Context: an optimization exercise on an open-source flow, tuned for small area, a short achievable clock period and few clock cycles per item. The choices shown serve that exercise and are no tape-out recipe. At most, simulation tests tie the RTL to the original design; equivalence was not proved. Power is estimated from default activity; no workload was simulated.

Design rgb_pixel_brightness_blend_unit, start of the top module:
module rgb_pixel_brightness_blend_unit
(
    input  logic                i_clk,
    input  logic                i_rst_n,
    input  logic                i_cfg_we,
    input  logic [2:0]          i_cfg_index,
    input  logic [31:0]         i_cfg_data,
    input  logic                i_valid,
    output logic                o_stall,
    input  logic [1:0]          i_func,
    input  logic [31:0]         i_src_pixel,
    input  logic [31:0]         i_dst_pixel,
    output logic                o_valid,
    input  logic                i_stall,
    output logic [31:0]         o_out_pixel,
    output logic                o_write_enable
);
Settings: LEC_CHECK=0, CAP_MARGIN=20, CORE_MARGIN=2, CORE_UTILIZATION=40, SLEW_MARGIN=20; clock period 11.0 ns.
standard.sh (not shown) runs the stock make flow with config.mk's settings and CLKGATE_MAP_FILE= SYNTH_SCRIPT=/design/flow/synth_recipe.tcl, a recipe that flattens the netlist after the stock synthesis.
==> flow/flow/run.sh <==
#!/bin/bash
# Standard layout, with two changes to how it is made:
# - timing repair aims below the clock period: the repair steps try to leave
#   MARGIN ns of setup slack at the design's period;
# - the port buffers that buffer_ports inserts on every input and output are
#   buf_1 cells (which repair may resize) instead of its default choice.
set -euo pipefail
MARGIN=$(cat flow/margin.txt)
cp standard.sh standard_copy.log
bash standard.sh SETUP_SLACK_MARGIN=$MARGIN "BUFFER_PORTS_ARGS=-buffer_cell sky130_fd_sc_hd__buf_1" finish > flow_orfs.log 2>&1
==> flow/flow/margin.txt <==
7
The first run completed without violations.
Testbench counts at the start, summed over its fixed seeds: cycles 16,640, items 16,384.
Change:
==> flow/flow/run.sh (replaced) <==
#!/bin/bash
# Standard layout, with changes to how it is made (settings in flow/params.txt,
# one make variable per line, passed to the ORFS make command):
# - BUFFER_PORTS_ARGS: the port buffers that buffer_ports puts on every input
#   and output are buf_1 cells (which repair may resize).
set -euo pipefail
cp standard.sh standard_copy.log
mapfile -t PARAMS < flow/params.txt
bash standard.sh "${PARAMS[@]}" finish > flow_orfs.log 2>&1
==> flow/flow/params.txt (new file) <==
SETUP_SLACK_MARGIN=7
BUFFER_PORTS_ARGS=-buffer_cell sky130_fd_sc_hd__buf_1
ABC_AREA=1
removed: flow/flow/margin.txt
Effect:
- The new run ran to the end with no violations
- clock-buffer cell count rose by 1
- total power rose by 9.2%
- routed wire length rose by 2.5%

========
Setup of try-willow:
Another version of the RTL of rgb_pixel_brightness_blend_unit (not shown whole).
For scale: about 270 flip-flops, roughly 140 I/O pins, roughly 24000 µm² of cells after synthesis.
make LEC_CHECK=0 CAP_MARGIN=20 CORE_MARGIN=2 CORE_UTILIZATION=40 SLEW_MARGIN=20 finish   # period 11.0 ns
run.sh (not shown) runs the stock make flow with config.mk's settings and CLKGATE_MAP_FILE= SYNTH_SCRIPT=/design/flow/synth_recipe.tcl, a recipe that flattens the netlist after the stock synthesis.
Stock flow here: none of the scripts above is used.
Having completed the whole flow, try-willow delivered a layout that passed the timing, design-rule and antenna checks.
Modified inputs, try-sierra compared to try-willow
==> flow/flow/run.sh (new file) <==
#!/bin/bash
# Standard layout, with timing repair aiming below the clock period: the
# repair steps try to leave MARGIN ns of setup slack at the design's period.
set -euo pipefail
MARGIN=$(cat flow/margin.txt)
cp standard.sh standard_copy.log
bash standard.sh SETUP_SLACK_MARGIN=$MARGIN finish > flow_orfs.log 2>&1
==> flow/flow/margin.txt (new file) <==
7
==> flow/standard.sh (new file) <==
#!/bin/bash
# synth_recipe.tcl (not shown) runs the flow's synth.tcl, then flattens the netlist and writes it again
# the make line also repeats each setting of config.mk as NAME=value (left out here)
make -C /OpenROAD-flow-scripts/flow DESIGN_CONFIG=/design/flow/config.mk WORK_HOME=/design/flow/orfs CLKGATE_MAP_FILE= SYNTH_SCRIPT=/design/flow/synth_recipe.tcl "${@:-finish}"
removed: flow/run.sh
The count of vias placed by the detailed router of try-sierra was inferior to that of try-willow.
Per the comparison of try-sierra with try-willow, final setup slack of the worst path now larger; leakage power total now larger; period utilization now smaller.
try-willow ended up with r_s3_v[22]$_DFFE_PN_ as its capture point of the worst path; try-sierra ended up with r_s3_v[15]$_DFFE_PN_.
try-sierra vs try-willow on wire length after detailed routing: try-sierra is the higher one.
Combined area of the multi-input logic cells came out higher on try-sierra than on try-willow.
## Diff of input files: try-juniper against try-sierra
==> flow/flow/margin.txt <==
8.5
## What came out
Utilization: try-juniper vs try-sierra up 5.7 points. Between try-juniper and try-sierra, the difference in placed cell count is negligible. Worst hold slack came out higher on try-juniper than on try-sierra. The final reports for try-juniper and try-sierra show design area higher in the former. The overall power after layout in try-juniper is 1.06 times that in try-sierra.
No run of this note included a check of the RTL's function; only the layout flow was run.

========
== build 38 ==
The RTL this note starts from:
==> flow/design.v <==
`timescale 1ns / 1ps
module rgb_pixel_brightness_blend_unit
(
    input  logic                i_clk,
    input  logic                i_rst_n,
    input  logic                i_cfg_we,
    input  logic [2:0]          i_cfg_index,
    input  logic [31:0]         i_cfg_data,
    input  logic                i_valid,
    output logic                o_stall,
    input  logic [1:0]          i_func,
    input  logic [31:0]         i_src_pixel,
    input  logic [31:0]         i_dst_pixel,
    output logic                o_valid,
    input  logic                i_stall,
    output logic [31:0]         o_out_pixel,
    output logic                o_write_enable
);
    function automatic logic [7:0] bright(input logic [7:0] x, input logic [7:0] c);
        logic [7:0] hi;
        hi = {1'b0, c[7:1]} + {1'b0, x[6:0]} + {7'd0, ~x[7]};
        if (hi[7] == x[7]) bright = {8{x[7]}};
        else               bright = {hi[6:0], c[0]};
    endfunction
    function automatic logic [7:0] blend(input logic [7:0] d, input logic [7:0] s,
                                         input logic [7:0] t);
        logic [15:0] p;
        p = '0;
        for (int i = 0; i < 8; i++) p = p + (16'(t[i] ? s : d) << i);
        blend = p[15:8];
    endfunction
    function automatic logic [31:0] csa(input logic [15:0] a, input logic [15:0] b,
                                        input logic [15:0] c);
        csa = {a ^ b ^ c, ((a & b) | (a & c) | (b & c)) << 1};
    endfunction
    function automatic logic [16:0] blend_cs(input logic [7:0] d, input logic [7:0] s,
                                             input logic [7:0] t);
        logic [7:0][15:0] r;
        logic [31:0] x1, x2, x3, x4, x5, x6;
        logic [8:0]  lo;
        for (int i = 0; i < 8; i++) r[i] = 16'(t[i] ? s : d) << i;
        x1 = csa(r[0], r[1], r[2]);
        x2 = csa(r[3], r[4], r[5]);
        x3 = csa(x1[31:16], x1[15:0], x2[31:16]);
        x4 = csa(x2[15:0], r[6], r[7]);
        x5 = csa(x3[31:16], x3[15:0], x4[31:16]);
        x6 = csa(x5[31:16], x5[15:0], x4[15:0]);
        lo = {1'b0, x6[23:16]} + {1'b0, x6[7:0]};
        blend_cs = {lo[8], x6[31:24], x6[15:8]};
    endfunction
    function automatic logic [7:0] get_ch(input logic [31:0] pix, input logic [4:0] pos);
        logic [22:0] a;
        logic [14:0] b;
        logic [10:0] c;
        logic [8:0]  d;
        a = pos[4] ? {7'd0, pix[31:16]} : pix[22:0];
        b = pos[3] ? a[22:8] : a[14:0];
        c = pos[2] ? b[14:4] : b[10:0];
        d = pos[1] ? c[10:2] : c[8:0];
        get_ch = pos[0] ? d[8:1] : d[7:0];
    endfunction
    function automatic logic [31:0] put_ch(input logic [7:0] val, input logic [4:0] pos);
        logic [8:0]  a;
        logic [10:0] b;
        logic [14:0] c;
        logic [22:0] d;
        a = pos[0] ? {val, 1'b0} : {1'b0, val};
        b = pos[1] ? {a, 2'b0} : {2'b0, a};
        c = pos[2] ? {b, 4'b0} : {4'b0, b};
        d = pos[3] ? {c, 8'b0} : {8'b0, c};
        put_ch = pos[4] ? {d[15:0], 16'b0} : {9'b0, d};
    endfunction
    logic [2:0][4:0] r_pos;
    logic [7:0]  r_level;
    logic [31:0] r_fill;
    logic        r_sprite;
    logic        r_lv_zero;      
    logic        r_lv_full;      
    always_ff @(posedge i_clk) begin
        if (!i_rst_n) begin
            r_lv_zero <= 1'b0;
            r_lv_full <= 1'b0;
            r_pos[0] <= 5'd16;
            r_pos[1] <= 5'd8;
            r_pos[2] <= 5'd0;
            r_level  <= 8'd128;
            r_fill   <= '0;
            r_sprite <= 1'b0;
        end else if (i_cfg_we) begin
            case (i_cfg_index)
                3'd0: r_pos[0] <= i_cfg_data[4:0];
                3'd1: r_pos[1] <= i_cfg_data[4:0];
                3'd2: r_pos[2] <= i_cfg_data[4:0];
                3'd3: begin
                    r_level   <= i_cfg_data[7:0];
                    r_lv_zero <= i_cfg_data[7:0] == 8'h00;
                    r_lv_full <= i_cfg_data[7:0] == 8'hFF;
                end
                3'd4: r_fill   <= i_cfg_data;
                3'd5: r_sprite <= i_cfg_data[0];
                default: ;
            endcase
        end
    end
    logic        r_s2_valid, r_s2b_valid, r_s3_valid, r_out_valid, r_skid_valid;
    logic        r_go;           
    logic        go, push, out_load, skid_next;
    assign go       = r_go;
    assign o_stall  = r_skid_valid;
    assign push     = go && r_s3_valid;
    assign out_load = !r_out_valid || !i_stall;
    assign skid_next = r_skid_valid ? !out_load : (push && !out_load);
    always_ff @(posedge i_clk) begin
        if (!i_rst_n) begin
            r_s2_valid   <= 1'b0;
            r_s2b_valid  <= 1'b0;
            r_s3_valid   <= 1'b0;
            r_out_valid  <= 1'b0;
            r_skid_valid <= 1'b0;
            r_go         <= 1'b1;
        end else begin
            if (go) begin
                r_s2_valid <= i_valid;
                r_s2b_valid <= r_s2_valid;
                r_s3_valid  <= r_s2b_valid;
            end
            if (out_load) r_out_valid <= r_skid_valid || push;
            r_skid_valid <= skid_next;
            r_go         <= !skid_next;
        end
    end
    logic [31:0] c_pix;
    logic [2:0][7:0] n_d;
    logic [2:0][7:0] n_c;
    always_comb begin
        c_pix = (i_func == 2'd1) ? r_fill : i_src_pixel;
        for (int k = 0; k < 3; k++) begin
            n_d[k] = get_ch(i_dst_pixel, r_pos[k]);
            n_c[k] = get_ch(c_pix, r_pos[k]);
        end
    end
    logic [2:0]  r_s2_bri;       
    logic [2:0]  r_s2_paste;     
    logic        r_s2_mix;       
    logic        r_s2_key;       
    logic [31:0] r_s2_dst;
    logic [2:0][7:0] r_s2_d;
    logic [2:0][7:0] r_s2_c;
    always_ff @(posedge i_clk) begin
        if (go) begin
            r_s2_bri   <= {i_func[0] ~^ i_func[1], i_func[0] ^ i_func[1], i_func[0] ~^ i_func[1]};
            r_s2_paste <= {i_func[0] & i_func[1], !(i_func[0] & i_func[1]), i_func[0] & i_func[1]};
            r_s2_mix   <= i_func[0] ^ i_func[1];
            r_s2_key   <= i_func == 2'd2 && r_sprite;
            r_s2_dst   <= i_dst_pixel;
            r_s2_d     <= n_d;
            r_s2_c     <= n_c;
        end
    end
    logic        bri_k, paste_k, black, n_pass;
    logic [16:0] cs;
    logic [2:0][7:0] n_hi, n_lo;
    logic [2:0]  n_cin;
    always_comb begin
        black  = (r_s2_c[0] == '0) && (r_s2_c[1] == '0) && (r_s2_c[2] == '0);
        n_pass = r_s2_mix && (r_lv_zero || (r_s2_key && black));
        for (int k = 0; k < 3; k++) begin
            bri_k   = (k == 1) ? !r_s2_bri[k] : r_s2_bri[k];
            paste_k = (k == 1) ? !r_s2_paste[k] : r_s2_paste[k];
            cs = blend_cs(r_s2_d[k], r_s2_c[k], r_level);
            n_cin[k] = 1'b0;
            if (n_pass) begin
                n_hi[k] = r_s2_dst[8*k +: 8];
                n_lo[k] = r_s2_dst[31:24];
            end else if (bri_k) begin
                n_hi[k] = paste_k ? bright(r_level, r_s2_c[k]) : r_level;
                n_lo[k] = r_s2_d[k];
            end else if (r_lv_full) begin
                n_hi[k] = r_s2_c[k];
                n_lo[k] = '0;
            end else begin
                n_hi[k]  = cs[15:8];
                n_lo[k]  = cs[7:0];
                n_cin[k] = cs[16];
            end
        end
    end
    logic [2:0]  r_s2b_bri;      
    logic        r_s2b_pass;
    logic [2:0][7:0] r_s2b_hi, r_s2b_lo;
    logic [2:0]  r_s2b_cin;
    always_ff @(posedge i_clk) begin
        if (go) begin
            r_s2b_bri  <= r_s2_bri;
            r_s2b_pass <= n_pass;
            r_s2b_hi   <= n_hi;
            r_s2b_lo   <= n_lo;
            r_s2b_cin  <= n_cin;
        end
    end
    logic [2:0][7:0] n_v;
    logic        bri2_k;
    always_comb begin
        for (int k = 0; k < 3; k++) begin
            bri2_k = (k == 1) ? !r_s2b_bri[k] : r_s2b_bri[k];
            if (r_s2b_pass)
                n_v[k] = r_s2b_hi[k];
            else if (bri2_k)
                n_v[k] = bright(r_s2b_hi[k], r_s2b_lo[k]);
            else
                n_v[k] = r_s2b_hi[k] + r_s2b_lo[k] + 8'(r_s2b_cin[k]);
        end
    end
    logic        r_s3_pass;
    logic [7:0]  r_s3_hi;
    logic [2:0][7:0] r_s3_v;
    always_ff @(posedge i_clk) begin
        if (go) begin
            r_s3_pass <= r_s2b_pass;
            r_s3_hi   <= r_s2b_lo[0];
            r_s3_v    <= n_v;
        end
    end
    logic [31:0] n_pixel;
    always_comb begin
        n_pixel = '0;
        for (int k = 0; k < 3; k++) n_pixel |= put_ch(r_s3_v[k], r_pos[k]);
        if (r_s3_pass) n_pixel = {r_s3_hi, r_s3_v};
    end
    logic [31:0] r_out_pixel, r_skid_pixel;
    logic        r_out_we, r_skid_we;
    always_ff @(posedge i_clk) begin
        if (go) begin
            r_skid_pixel <= n_pixel;
            r_skid_we    <= !r_s3_pass;
        end
        if (out_load) begin
            r_out_pixel <= go ? n_pixel : r_skid_pixel;
            r_out_we    <= go ? !r_s3_pass : r_skid_we;
        end
    end
    assign o_valid        = r_out_valid;
    assign o_out_pixel    = r_out_pixel;
    assign o_write_enable = r_out_we;
endmodule
export LEC_CHECK = 0
export CAP_MARGIN = 20
export CORE_MARGIN = 2
export CORE_UTILIZATION = 40
export SLEW_MARGIN = 20
create_clock -name core_clock -period 11.0 [get_ports {i_clk}]
standard.sh (not shown) runs the stock make flow with config.mk's settings and CLKGATE_MAP_FILE= SYNTH_SCRIPT=/design/flow/synth_recipe.tcl, a recipe that flattens the netlist after the stock synthesis.
==> flow/flow/run.sh <==
#!/bin/bash
# Standard layout, with changes to how it is made (settings in flow/params.txt,
# one make variable per line, passed to the ORFS make command):
# - BUFFER_PORTS_ARGS: the port buffers that buffer_ports puts on every input
#   and output are buf_1 cells (which repair may resize).
set -euo pipefail
cp standard.sh standard_copy.log
mapfile -t PARAMS < flow/params.txt
bash standard.sh "${PARAMS[@]}" finish > flow_orfs.log 2>&1
==> flow/flow/params.txt <==
SETUP_SLACK_MARGIN=6.5
BUFFER_PORTS_ARGS=-buffer_cell sky130_fd_sc_hd__buf_1
Build 38 did not stop at any stage, and its layout met the timing, design-rule and antenna checks.
Testbench counts of build 38, summed over its fixed seeds: cycles 16,640, items 16,384.
diff inputs: build 38 => build 2
==> flow/flow/params.txt <==
SETUP_SLACK_MARGIN=7
BUFFER_PORTS_ARGS=-buffer_cell sky130_fd_sc_hd__buf_1
CORE_UTILIZATION=55
Results
Going from build 38 to build 2, routed wire length on met3 rose by 6.0%, setup slack after layout rose by 0.37 ns.
The maximum fanout along the worst path of build 2 is lower than that of build 38.
Timing-limited maximum frequency: build 2 higher than build 38
Compared with build 38, power in build 2 increased by a few percent.
The cell with the largest stage delay on the worst path comes out edfxtp_1 in one run and fa_1 in the other, namely in build 38 and build 2 respectively.
Edits applied to the flow inputs when going from build 2 to build 80:
==> flow/flow/params.txt <==
SETUP_SLACK_MARGIN=7
BUFFER_PORTS_ARGS=-buffer_cell sky130_fd_sc_hd__buf_1
ABC_AREA=1
CORE_UTILIZATION=55
==> comparison <==
Diff build 2 -> build 80 | synthesis-to-finish area growth | decrease of 2.4 points
Of the two values seen for termination of the worst setup path, r_s2b_cin[1]$_SDFFCE_PP0P_ was produced by build 80 and r_s2b_hi[16]$_DFFE_PP_ by build 2.
Diff build 2..build 80 | sequential cell count | unchanged
Diff build 2 -> build 80: average wire per standard cell lost 16%; worst clock skew increased 0.015 ns; first-pass GRT wire length moved up.
Modified inputs, build 50 compared to build 80
==> flow/flow/params.txt <==
SETUP_SLACK_MARGIN=7
BUFFER_PORTS_ARGS=-buffer_cell sky130_fd_sc_hd__buf_1
CTS_BUF_LIST=sky130_fd_sc_hd__clkbuf_8
CTS_CLUSTER_SIZE=20
==> comparison <==
- In the metrics for build 80 and build 50, the one carrying the lower fraction of power consumed by the clock network is build 80.
- Build 50 was carried through to the last stage, and its layout satisfied the timing, design-rule and antenna checks.
- In the final reports, the cell area of build 50 is larger than that of build 80.
- First-pass GRT wire length in build 50 is about 5% below build 80.
Changes in build 15 relative to build 50:
==> flow/flow/params.txt <==
SETUP_SLACK_MARGIN=7.5
BUFFER_PORTS_ARGS=-buffer_cell sky130_fd_sc_hd__buf_1
Findings:
- [compare] base=build 50 new=build 15: number of inserted filler cells in the final layout went down by 4.5%, part of the power in the clock network rose by 2.5 points, sequential cell count level, post-layout worst setup margin up 0.0058 ns, non-clock buffer count went up 33%.
- Number of clock-tree buffers in the layout, build 15 vs build 50: down by more than 10%
- Between build 15 and build 50, design area is lower for build 50, build 15 comes in above that.
- Build 15: cell count along the critical path higher than build 50
- As far as final worst hold slack is concerned, build 15 and build 50 perform about the same.
- Taking build 50 as the reference, in build 15 final cell count went up by 50, routed wire length went up by about 4%.
Here is what was changed in the inputs of build 79 compared with build 15.
==> flow/flow/params.txt <==
SETUP_SLACK_MARGIN=7.3
BUFFER_PORTS_ARGS=-buffer_cell sky130_fd_sc_hd__buf_1
ABC_AREA=1
Notes after the runs:
- The final reports for build 79 and build 15 show post-layout minimum cycle time lower in the former.
- Build 79 gives less count of plain and timing-repair buffers in the layout than build 15 did.
- Relative to build 15, the post-place instance area measured on build 79 has decreased slightly.
- Build 79 does worse than build 15 on worst slack on hold paths.

[separate check: timing with driven ports]
No port has a modelled driver above. Below, the same layouts with a new extraction and two added sets of constraints. Step 1: set_driving_cell puts a clkbuf_16 on i_clk and a buf_2 on each other input, an assumption about the parent block. Step 2 adds t to the input delays and takes it off the output delays; t is the mean of the earliest and latest rising clock arrival at the registers after step 1. Input paths then give back, and output paths get back, about the clock's delay inside the block. Slacks: no drivers / after step 1 / after step 2; pairs: no drivers / after step 1.
run	t (ns)	setup slack, ns	worst setup path at the end
the first run of note 1	0.609	6.976 / 6.976 / 6.458	input to register
the second run of note 1	0.609	7.092 / 7.092 / 6.633	input to register
try-willow	0.633	5.119 / 5.119 / 5.119	register to register
try-sierra	0.611	6.177 / 6.177 / 6.177	register to register
try-juniper	0.645	6.194 / 6.194 / 6.194	register to register
build 38	0.613	6.610 / 6.610 / 6.163	input to register
build 2	0.609	6.976 / 6.976 / 6.501	input to register
build 80	0.606	7.023 / 7.023 / 6.604	input to register
build 50	0.702	6.973 / 6.973 / 6.410	input to register
build 15	0.623	6.978 / 6.978 / 6.500	input to register
build 79	0.602	7.163 / 7.163 / 6.807	input to register
After both steps setup and hold are still met in every run listed. The setup slack of build 50, which loses most, moves by 0.000 ns with the drivers and by -0.563 ns with both steps.
